Source: an optimization exercise on an open RTL-to-GDS flow (aim: small area, a short achievable clock period and few clock cycles). Production flows keep margins and buffers that such runs may drop. In this exercise RTL edits were held to simulation tests only and were not proved equivalent to the original.

File: constraint.sdc
create_clock -name core_clock -period 13.5 [get_ports {clk}]
set_input_delay 2.7000 -clock core_clock [delete_from_list [all_inputs] [get_ports {clk}]]
set_output_delay 2.7000 -clock core_clock [all_outputs]
set_load 0.01 [all_outputs]
File: config.mk
export PLATFORM = sky130hd
export DESIGN_NAME = ntt_top
export DESIGN_NICKNAME = ntt_top
export VERILOG_FILES = /design/flow/design.v
export SDC_FILE = /design/flow/constraint.sdc
export NUM_CORES = 4
export LEC_CHECK = 0
export CAP_MARGIN = 20
export CORE_MARGIN = 2
export CORE_UTILIZATION = 25
export PLACE_DENSITY = 0.35
export SLEW_MARGIN = 20
File: design.v
package ntt_pkg;
    localparam int NTT_Q = 3329;
endpackage
`timescale 1ns/1ps
module zeta_rom (
    input  logic [6:0]  i_k,
    output logic [11:0] o_z
);
    function automatic logic [11:0] zeta_mont(input logic [6:0] k);
        case (k)
            7'd0: zeta_mont = 12'd2285;
            7'd1: zeta_mont = 12'd2571;
            7'd2: zeta_mont = 12'd2970;
            7'd3: zeta_mont = 12'd1812;
            7'd4: zeta_mont = 12'd1493;
            7'd5: zeta_mont = 12'd1422;
            7'd6: zeta_mont = 12'd287;
            7'd7: zeta_mont = 12'd202;
            7'd8: zeta_mont = 12'd3158;
            7'd9: zeta_mont = 12'd622;
            7'd10: zeta_mont = 12'd1577;
            7'd11: zeta_mont = 12'd182;
            7'd12: zeta_mont = 12'd962;
            7'd13: zeta_mont = 12'd2127;
            7'd14: zeta_mont = 12'd1855;
            7'd15: zeta_mont = 12'd1468;
            7'd16: zeta_mont = 12'd573;
            7'd17: zeta_mont = 12'd2004;
            7'd18: zeta_mont = 12'd264;
            7'd19: zeta_mont = 12'd383;
            7'd20: zeta_mont = 12'd2500;
            7'd21: zeta_mont = 12'd1458;
            7'd22: zeta_mont = 12'd1727;
            7'd23: zeta_mont = 12'd3199;
            7'd24: zeta_mont = 12'd2648;
            7'd25: zeta_mont = 12'd1017;
            7'd26: zeta_mont = 12'd732;
            7'd27: zeta_mont = 12'd608;
            7'd28: zeta_mont = 12'd1787;
            7'd29: zeta_mont = 12'd411;
            7'd30: zeta_mont = 12'd3124;
            7'd31: zeta_mont = 12'd1758;
            7'd32: zeta_mont = 12'd1223;
            7'd33: zeta_mont = 12'd652;
            7'd34: zeta_mont = 12'd2777;
            7'd35: zeta_mont = 12'd1015;
            7'd36: zeta_mont = 12'd2036;
            7'd37: zeta_mont = 12'd1491;
            7'd38: zeta_mont = 12'd3047;
            7'd39: zeta_mont = 12'd1785;
            7'd40: zeta_mont = 12'd516;
            7'd41: zeta_mont = 12'd3321;
            7'd42: zeta_mont = 12'd3009;
            7'd43: zeta_mont = 12'd2663;
            7'd44: zeta_mont = 12'd1711;
            7'd45: zeta_mont = 12'd2167;
            7'd46: zeta_mont = 12'd126;
            7'd47: zeta_mont = 12'd1469;
            7'd48: zeta_mont = 12'd2476;
            7'd49: zeta_mont = 12'd3239;
            7'd50: zeta_mont = 12'd3058;
            7'd51: zeta_mont = 12'd830;
            7'd52: zeta_mont = 12'd107;
            7'd53: zeta_mont = 12'd1908;
            7'd54: zeta_mont = 12'd3082;
            7'd55: zeta_mont = 12'd2378;
            7'd56: zeta_mont = 12'd2931;
            7'd57: zeta_mont = 12'd961;
            7'd58: zeta_mont = 12'd1821;
            7'd59: zeta_mont = 12'd2604;
            7'd60: zeta_mont = 12'd448;
            7'd61: zeta_mont = 12'd2264;
            7'd62: zeta_mont = 12'd677;
            7'd63: zeta_mont = 12'd2054;
            7'd64: zeta_mont = 12'd2226;
            7'd65: zeta_mont = 12'd430;
            7'd66: zeta_mont = 12'd555;
            7'd67: zeta_mont = 12'd843;
            7'd68: zeta_mont = 12'd2078;
            7'd69: zeta_mont = 12'd871;
            7'd70: zeta_mont = 12'd1550;
            7'd71: zeta_mont = 12'd105;
            7'd72: zeta_mont = 12'd422;
            7'd73: zeta_mont = 12'd587;
            7'd74: zeta_mont = 12'd177;
            7'd75: zeta_mont = 12'd3094;
            7'd76: zeta_mont = 12'd3038;
            7'd77: zeta_mont = 12'd2869;
            7'd78: zeta_mont = 12'd1574;
            7'd79: zeta_mont = 12'd1653;
            7'd80: zeta_mont = 12'd3083;
            7'd81: zeta_mont = 12'd778;
            7'd82: zeta_mont = 12'd1159;
            7'd83: zeta_mont = 12'd3182;
            7'd84: zeta_mont = 12'd2552;
            7'd85: zeta_mont = 12'd1483;
            7'd86: zeta_mont = 12'd2727;
            7'd87: zeta_mont = 12'd1119;
            7'd88: zeta_mont = 12'd1739;
            7'd89: zeta_mont = 12'd644;
            7'd90: zeta_mont = 12'd2457;
            7'd91: zeta_mont = 12'd349;
            7'd92: zeta_mont = 12'd418;
            7'd93: zeta_mont = 12'd329;
            7'd94: zeta_mont = 12'd3173;
            7'd95: zeta_mont = 12'd3254;
            7'd96: zeta_mont = 12'd817;
            7'd97: zeta_mont = 12'd1097;
            7'd98: zeta_mont = 12'd603;
            7'd99: zeta_mont = 12'd610;
            7'd100: zeta_mont = 12'd1322;
            7'd101: zeta_mont = 12'd2044;
            7'd102: zeta_mont = 12'd1864;
            7'd103: zeta_mont = 12'd384;
            7'd104: zeta_mont = 12'd2114;
            7'd105: zeta_mont = 12'd3193;
            7'd106: zeta_mont = 12'd1218;
            7'd107: zeta_mont = 12'd1994;
            7'd108: zeta_mont = 12'd2455;
            7'd109: zeta_mont = 12'd220;
            7'd110: zeta_mont = 12'd2142;
            7'd111: zeta_mont = 12'd1670;
            7'd112: zeta_mont = 12'd2144;
            7'd113: zeta_mont = 12'd1799;
            7'd114: zeta_mont = 12'd2051;
            7'd115: zeta_mont = 12'd794;
            7'd116: zeta_mont = 12'd1819;
            7'd117: zeta_mont = 12'd2475;
            7'd118: zeta_mont = 12'd2459;
            7'd119: zeta_mont = 12'd478;
            7'd120: zeta_mont = 12'd3221;
            7'd121: zeta_mont = 12'd3021;
            7'd122: zeta_mont = 12'd996;
            7'd123: zeta_mont = 12'd991;
            7'd124: zeta_mont = 12'd958;
            7'd125: zeta_mont = 12'd1869;
            7'd126: zeta_mont = 12'd1522;
            7'd127: zeta_mont = 12'd1628;
            default: zeta_mont = 12'd0;
        endcase
    endfunction
    assign o_z = zeta_mont(i_k);
endmodule
`timescale 1ns/1ps
module butterfly_unit (
    input  logic        clk,
    input  logic        i_inv,
    input  logic [11:0] i_u,
    input  logic [11:0] i_v,
    input  logic [11:0] i_z,
    output logic [11:0] o_r0,
    output logic [11:0] o_r1
);
    localparam logic [12:0] Q13 = 13'd3329;
    logic [12:0] s_uv;
    logic [12:0] x_c;
    logic [11:0] w_c;
    assign s_uv = {1'b0, i_u} + {1'b0, i_v};
    assign x_c  = i_inv ? ({1'b0, i_v} + Q13 - {1'b0, i_u}) : {1'b0, i_v};
    assign w_c  = i_inv ? ((s_uv >= Q13) ? 12'(s_uv - Q13) : s_uv[11:0]) : i_u;
    logic [12:0] x1;
    logic [11:0] z1, w1;
    always_ff @(posedge clk) begin
        x1 <= x_c;
        z1 <= i_z;
        w1 <= w_c;
    end
    logic [24:0] p2;
    logic [11:0] w2;
    always_ff @(posedge clk) begin
        p2 <= 25'(z1) * 25'(x1);
        w2 <= w1;
    end
    logic [16:0] t1_c;
    assign t1_c = 17'(p2[24:8]) + 17'd3329 - 17'(13 * 17'(p2[7:0]));
    logic [16:0] t3;
    logic [11:0] w3;
    always_ff @(posedge clk) begin
        t3 <= t1_c;
        w3 <= w2;
    end
    logic [11:0] t2_c;
    assign t2_c = 12'(t3[16:8]) + 12'd3329 - 12'(13 * 12'(t3[7:0]));
    logic [11:0] t4;
    logic [11:0] w4;
    always_ff @(posedge clk) begin
        t4 <= t2_c;
        w4 <= w3;
    end
    logic [11:0] t5, w5;
    always_ff @(posedge clk) begin
        t5 <= (t4 >= 12'd3329) ? 12'(t4 - 12'd3329) : t4;
        w5 <= w4;
    end
    logic [12:0] s6, d6;
    logic [11:0] add_c, sub_c;
    assign s6    = {1'b0, w5} + {1'b0, t5};
    assign add_c = (s6 >= Q13) ? 12'(s6 - Q13) : s6[11:0];
    assign d6    = {1'b0, w5} - {1'b0, t5};
    assign sub_c = d6[12] ? 12'(d6 + Q13) : d6[11:0];
    always_ff @(posedge clk) begin
        o_r0 <= i_inv ? w5 : add_c;
        o_r1 <= i_inv ? t5 : sub_c;
    end
endmodule
`timescale 1ns/1ps
module ntt_top (
    input  logic        clk,
    input  logic        rst,
    input  logic        i_start,
    input  logic        i_mode,
    output logic        o_done,
    output logic        o_bram_a_we,
    output logic [7:0]  o_bram_a_addr,
    output logic [15:0] o_bram_a_wdata,
    output logic        o_bram_b_we,
    output logic [7:0]  o_bram_b_addr,
    output logic [15:0] o_bram_b_wdata,
    input  logic [15:0] i_bram_dout_a,
    input  logic [15:0] i_bram_dout_b
);
    localparam int D        = 6;
    localparam int LAG_L2   = D + 5;        
    localparam int LAG_WR2  = 2 * D + 5;    
    localparam int LAG_WR1  = D + 3;        
    localparam int T_LAST   = 1022 + LAG_WR2;
    logic        busy;
    logic        mode_q;
    logic [10:0] t;
    logic        done_q;
    function automatic logic [23:0] grp_addr(input logic inv, input logic [1:0] p,
                                             input logic [6:0] g);
        logic [7:0] base, fb, sb;
        base = '0; fb = '0; sb = '0;
        if (!inv) begin
            case (p)
                2'd0: begin base = {1'b0, g};             fb = 8'h80; sb = 8'h00; end
                2'd1: begin base = {g[5], 2'b00, g[4:0]}; fb = 8'h40; sb = 8'h20; end
                2'd2: begin base = {g[5:3], 2'b00, g[2:0]}; fb = 8'h10; sb = 8'h08; end
                default: begin base = {g[5:1], 2'b00, g[0]}; fb = 8'h04; sb = 8'h02; end
            endcase
        end else begin
            case (p)
                2'd0: begin base = {g[6:1], 1'b0, g[0]};  fb = 8'h02; sb = 8'h00; end
                2'd1: begin base = {g[5:2], 2'b00, g[1:0]}; fb = 8'h04; sb = 8'h08; end
                2'd2: begin base = {g[5:4], 2'b00, g[3:0]}; fb = 8'h10; sb = 8'h20; end
                default: begin base = {2'b00, g[5:0]};    fb = 8'h40; sb = 8'h80; end
            endcase
        end
        grp_addr = {base, fb, sb};
    endfunction
    logic        start;
    assign start = !busy && i_start;
    always_ff @(posedge clk or posedge rst) begin
        if (rst) begin
            busy   <= 1'b0;
            mode_q <= 1'b0;
            t      <= '0;
            done_q <= 1'b0;
        end else begin
            done_q <= 1'b0;
            if (start) begin
                busy   <= 1'b1;
                mode_q <= i_mode;
                t      <= '0;
            end else if (busy) begin
                t <= t + 11'd1;
                if (t == 11'(T_LAST)) begin
                    busy   <= 1'b0;
                    done_q <= 1'b1;
                end
            end
        end
    end
    assign o_done = done_q;
    logic [10:0] c, cw1, cw2;
    assign c   = t + 11'd1;
    assign cw1 = c - 11'(LAG_WR1);
    assign cw2 = c - 11'(LAG_WR2);
    logic        wr1_n, wr2_n;
    logic [23:0] ra, wa1, wa2;
    logic [7:0]  n_addr_a, n_addr_b;
    always_comb begin
        wr1_n = busy && (cw1[10:8] == 3'd0) && !cw1[0] && (c >= 11'(LAG_WR1));
        wr2_n = busy && (cw2[10:8] != 3'd0) && !cw2[10] && !cw2[0] && (c >= 11'(LAG_WR2));
        ra  = grp_addr(mode_q, c[9:8], (c[9:8] == 2'd0) ? c[7:1] : {1'b0, c[7:2]});
        wa1 = grp_addr(mode_q, 2'd0, cw1[7:1]);
        wa2 = grp_addr(mode_q, cw2[9:8], {1'b0, cw2[7:2]});
        if (!busy) begin
            n_addr_a = 8'd0;
            n_addr_b = i_mode ? 8'd2 : 8'd128;
        end else if (wr1_n) begin
            n_addr_a = wa1[23:16];
            n_addr_b = wa1[23:16] | wa1[15:8];
        end else if (wr2_n) begin
            n_addr_a = wa2[23:16] | (cw2[1] ? wa2[15:8] : 8'h00);
            n_addr_b = wa2[23:16] | wa2[7:0] | (cw2[1] ? wa2[15:8] : 8'h00);
        end else begin
            n_addr_a = ra[23:16] | ((c[1] && c[9:8] != 2'd0) ? ra[7:0] : 8'h00);
            n_addr_b = ra[23:16] | ra[15:8] | ((c[1] && c[9:8] != 2'd0) ? ra[7:0] : 8'h00);
        end
    end
    logic       we_q;
    logic       wsel1_q;
    logic [7:0] addr_a_q, addr_b_q;
    always_ff @(posedge clk or posedge rst) begin
        if (rst) begin
            we_q     <= 1'b0;
            wsel1_q  <= 1'b0;
            addr_a_q <= '0;
            addr_b_q <= '0;
        end else begin
            we_q     <= wr1_n || wr2_n;
            wsel1_q  <= wr1_n;
            addr_a_q <= n_addr_a;
            addr_b_q <= n_addr_b;
        end
    end
    logic [11:0] bf_r0, bf_r1;
    logic [11:0] h1_0, h1_1, h2;
    logic [11:0] op_u, op_v;
    logic [6:0]  zi_q;
    logic [11:0] zrom;
    logic [11:0] op_z;
    logic [10:0] cl2;
    assign cl2 = c - 11'(LAG_L2);
    always_ff @(posedge clk) begin
        if (!c[0]) begin
            op_u <= i_bram_dout_a[11:0];
            op_v <= i_bram_dout_b[11:0];
        end else if (!cl2[1]) begin
            op_u <= h1_0;
            op_v <= bf_r0;
        end else begin
            op_u <= h1_1;
            op_v <= h2;
        end
        op_z <= zrom;
    end
    logic [10:0] th;
    assign th = t - 11'(D + 2);    
    always_ff @(posedge clk) begin
        if (!t[0] && (th[9:8] == 2'd0 || !th[1])) begin
            h1_0 <= bf_r0;
            h1_1 <= bf_r1;
        end
        if (!t[0] && th[9:8] != 2'd0 && th[1]) begin
            h2 <= bf_r1;
        end
    end
    logic [10:0] e, el2;
    logic [6:0]  zi_n;
    logic [5:0]  gg;
    logic        qb;
    assign e   = t + 11'd2;
    assign el2 = e - 11'(LAG_L2);
    always_comb begin
        zi_n = 7'd1;
        if (!e[0]) begin
            gg = t[7:2];
            qb = t[1];
            case ({mode_q, t[9:8]})
                3'b000: zi_n = 7'd1;
                3'b001: zi_n = {5'b00001, gg[5]};
                3'b010: zi_n = {3'b001, gg[5:3]};
                3'b011: zi_n = {1'b1, gg[5:1]};
                3'b100: zi_n = {1'b1, ~gg[5:0]};
                3'b101: zi_n = {2'b01, ~gg[5:2], ~qb};
                3'b110: zi_n = {4'b0001, ~gg[5:4], ~qb};
                default: zi_n = {5'b00001, ~qb};
            endcase
        end else begin
            gg = el2[7:2];
            qb = el2[1];
            case ({mode_q, el2[9:8]})
                3'b001: zi_n = {4'b0001, gg[5], qb};
                3'b010: zi_n = {2'b01, gg[5:3], qb};
                3'b011: zi_n = {gg[5:1], qb} | 7'h40;
                3'b101: zi_n = {3'b001, ~gg[5:2]};
                3'b110: zi_n = {5'b00001, ~gg[5:4]};
                default: zi_n = 7'd1;
            endcase
        end
    end
    always_ff @(posedge clk) begin
        zi_q <= zi_n;
    end
    zeta_rom u_rom (
        .i_k (zi_q),
        .o_z (zrom)
    );
    butterfly_unit u_bf (
        .clk   (clk),
        .i_inv (mode_q),
        .i_u   (op_u),
        .i_v   (op_v),
        .i_z   (op_z),
        .o_r0  (bf_r0),
        .o_r1  (bf_r1)
    );
    assign o_bram_a_we    = we_q;
    assign o_bram_b_we    = we_q;
    assign o_bram_a_addr  = addr_a_q;
    assign o_bram_b_addr  = addr_b_q;
    assign o_bram_a_wdata = {4'b0000, wsel1_q ? h1_0 : bf_r0};
    assign o_bram_b_wdata = {4'b0000, wsel1_q ? h1_1 : bf_r1};
endmodule
File: run.sh
#!/bin/bash
# synth_recipe.tcl (not shown) runs the flow's synth.tcl, then flattens the netlist and writes it again
# the make line also repeats each setting of config.mk as NAME=value (left out here)
make -C /OpenROAD-flow-scripts/flow DESIGN_CONFIG=/design/flow/config.mk WORK_HOME=/design/flow/orfs CLKGATE_MAP_FILE= SYNTH_SCRIPT=/design/flow/synth_recipe.tcl finish
==> notes.md <==
CORE AREA=0.09501 mm^2; min-delay src=u_bf.w2[10]; Tightest Pin Transition=1.071 ns; reg2reg setup slack=7.52 ns; vias in the first global route=19933; DIE WIDTH=313.5 um; Synth Cell Area=0.02394 mm^2; Num Clock Sinks=285; CP Class=reg -> reg; largest net degree at the start of global routing=85; R2R cell count=19; slowest cell delay on critical path=0.74 ns; GRT Total Usage=0.1465; post-route cell area=0.02698 mm^2; fin crit share=0.4429; min Tclk post-route=5.979 ns; Layout area overhead=12.67%; flop and latch count out of synthesis=285; Worst Path Required=13.94 ns; Highest Signal Layer=met4; Hold Worst Slack=0.3127 ns; post-CTS resize count=0; Hold Path Depth=0; worst min path class=reg -> reg; Yosys cell types=105; # Post-CTS Setup Buffers=0; post-route ant nets=0; Num CTS Buffers=39; total gr overflow=0; CTS tree=built; fraction of the yosys area taken by sequential cells=0.2598; Crit path buffers/inverters=3; Root Driver=clkbuf_16; most frequent cell after synthesis=nand2_1; Die ar.=0.09826 mm^2; largest register by flop count=u_bf.p2; layout cell share with drive strength beyond 1=0.06138; Core Rows=113; Final Skew=0.01734 ns; placed inst area=0.02572 mm^2; NumNets Final=3196; Max Cap Violations=0; worst skew pair latency=0.56 ns; die height=313.5 um; crit-path most repeated cell=fa_1; CP max-delay cell=dfxtp_1; Avg Cell Area, Syn=8.457 um^2; normalized max-slew margin=0.2859; Worst Setup End Kind=flop; most used flip-flop cell after synthesis=dfxtp_1; drt wl/cell=17.78 um; hpwl dp=54340 um; top cells by area, synth=dfxtp_1, ha_1, fa_1, nand2_1, inv_1; Vias=19664; initial antenna violation count=0; Largest regs=u_bf.p2 x25, u_bf.t3 x17, u_bf.x1 x13; CP Max Fanout=12; status=complete, no violations; Pre-antenna DRT Iters=5; R2R Path Start=u_bf.x1[3]; asr flop ratio synth=0.1088; final wirelength=72950 um; Commonest cells post-synth=nand2_1, inv_1, ha_1; CTS clk-pin slew, worst paths=0.06 ns; # IOs=87; critical path's top delay family=adder cells; final max-slew violation count=0; Post-synth EDFFs=36; worst path cell trace=nand2_1, fa_1, fa_1, inv_1, ha_1, fa_1, inv_1, fa_1, inv_1, ha_1, o21ai_0, a21oi_1, o41ai_1, a31oi_1, a41o_1, o211a_1, nor2_1, o21ai_0, xnor2_1; DRC=0; Largest register FFs=25; top cell type's share of synthesized area=0.1823; Mapped Cells=2831; Final Hold Fails=0; detailed-route vias per instance=4.794; Fin Setup TNS=0 ns; Initial DRC Count=1377; cell taking the most area after synthesis=dfxtp_1; # H-tree levels=2; WL met2=33870 um; fmax=167.2 MHz; met1 WL=34720 um; clk buf depth=3; global-route wire length before repair=115000 um; critical path arrival=6.42 ns; initial core utilization=0.2520; RSZ-0062 raised after global routing=false; Worst Hold Path EP=u_bf.w3[10]; PortBufs=70; Ys Warns=3; R2R Path End=u_bf.p2[24]; # hold bufs at CTS=0; startpoint types=flop; GPL Wtd Cong=0.8322; met3 WL=2787 um; Setup Viol. Count Final=0
cell usage in the layout (no fill, tap or decap), types with 10 or more instances in the layout:
master	Yosys	layout
o22ai_1	14	14
a221oi_1	12	12
nor3_1	48	48
o31ai_1	16	16
nor2b_1	23	23
fa_1	133	133
dfrtp_1	31	28
nor2_1	189	189
ha_1	222	221
clkdlybuf4s50_1	0	70
inv_1	310	309
xor2_1	33	33
nor4_1	13	13
a211oi_1	30	30
nand2b_1	29	29
o21ai_0	174	174
dfxtp_1	218	214
o21bai_1	12	12
nand2_1	312	312
nand3_1	52	52
buf_4	14	22
a21o_1	21	21
a22oi_1	10	10
o211ai_1	24	24
a21oi_1	169	169
o21ai_1	19	19
mux2_2	32	32
a31oi_1	40	40
xnor2_1	103	103
o221ai_1	12	12
and2_1	72	72
and3_1	14	14
edfxtp_1	36	36
clkbuf_16	0	39
mux2i_1	38	38
or3_1	13	13
layer usage:
metal | track usage | vias up
li1 | - | 9621
met1 | 0.2023 | 9531
met2 | 0.2423 | 415
met3 | 0.01775 | 97
met4 | 0.03686 | 0
met5 | 0 | -
cell type report:
type	count	area, um^2
sequential	285	6235
antenna	2	5.005
inverter	315	1182
multi-input combinational	2072	15850
clock buffer	54	1112
clock inverter	17	141.4
timing repair buffer	92	865.8
tap	1265	1583
fill	10230	68040
kinds of logic after synthesis:
family                     Yosys count  share of synthesized area
DFF                                285                     0.2598
buffers and inverters              481                    0.07928
muxes                               76                    0.03658
adders and majority gates          355                     0.2272
AOI/OAI and AO/OA                  674                     0.1817
xor gates and xnor gates           145                    0.05634
and+or+nand+nor                    814                     0.1589
other                                1                  0.0001566
metrics by stage:
stage                     worst slack (ns)  cells  utilization
after floorplan                      8.212   2838            -
after global placement               7.486   4029       0.2707
after detailed placement             7.430   4029       0.2707
after CTS                            7.414   4100       0.2839
after global routing                 7.082   4100       0.2839
final                                7.521   4102       0.2839
worst max-delay path by stage:
stage                           from     endpoint  slack, ns  depth (start not counted)
after floorplan           u_bf.z1[5]  u_bf.p2[23]       8.21                         20
after global placement    u_bf.x1[2]  u_bf.p2[24]       7.49                         18
after detailed placement  u_bf.x1[2]  u_bf.p2[24]       7.43                         19
after CTS                 u_bf.x1[2]  u_bf.p2[24]       7.41                         19
after global routing      u_bf.x1[3]  u_bf.p2[24]       7.08                         19
final                     u_bf.x1[3]  u_bf.p2[24]       7.52                         19
Testbench counts, summed over its fixed seeds: cycles 66,632.

## separate check: timing with driven ports
In the flow no input, the clock included, has a driving cell. The finished layout below was timed again as built, in two steps.
Step 1 assumes that a clkbuf_16 drives the clock port and a buf_2 every other input.
Step 2 adds t to the input delays and takes it off the output delays; t is the mean of the earliest and latest rising clock arrival at the registers after step 1. Input paths then give back, and output paths get back, about the clock's delay inside the block.
a / b / c = ideal / step 1 / step 2; a / b = the first two.
t (ns): 0.617
slack for setup (ns): 7.521 / 7.521 / 7.521
cell pins on the clock port's net: 1
After both steps setup and hold are still met in this run. For this run, drivers alone change the setup slack by 0.000 ns; drivers and shift together by 0.000 ns.
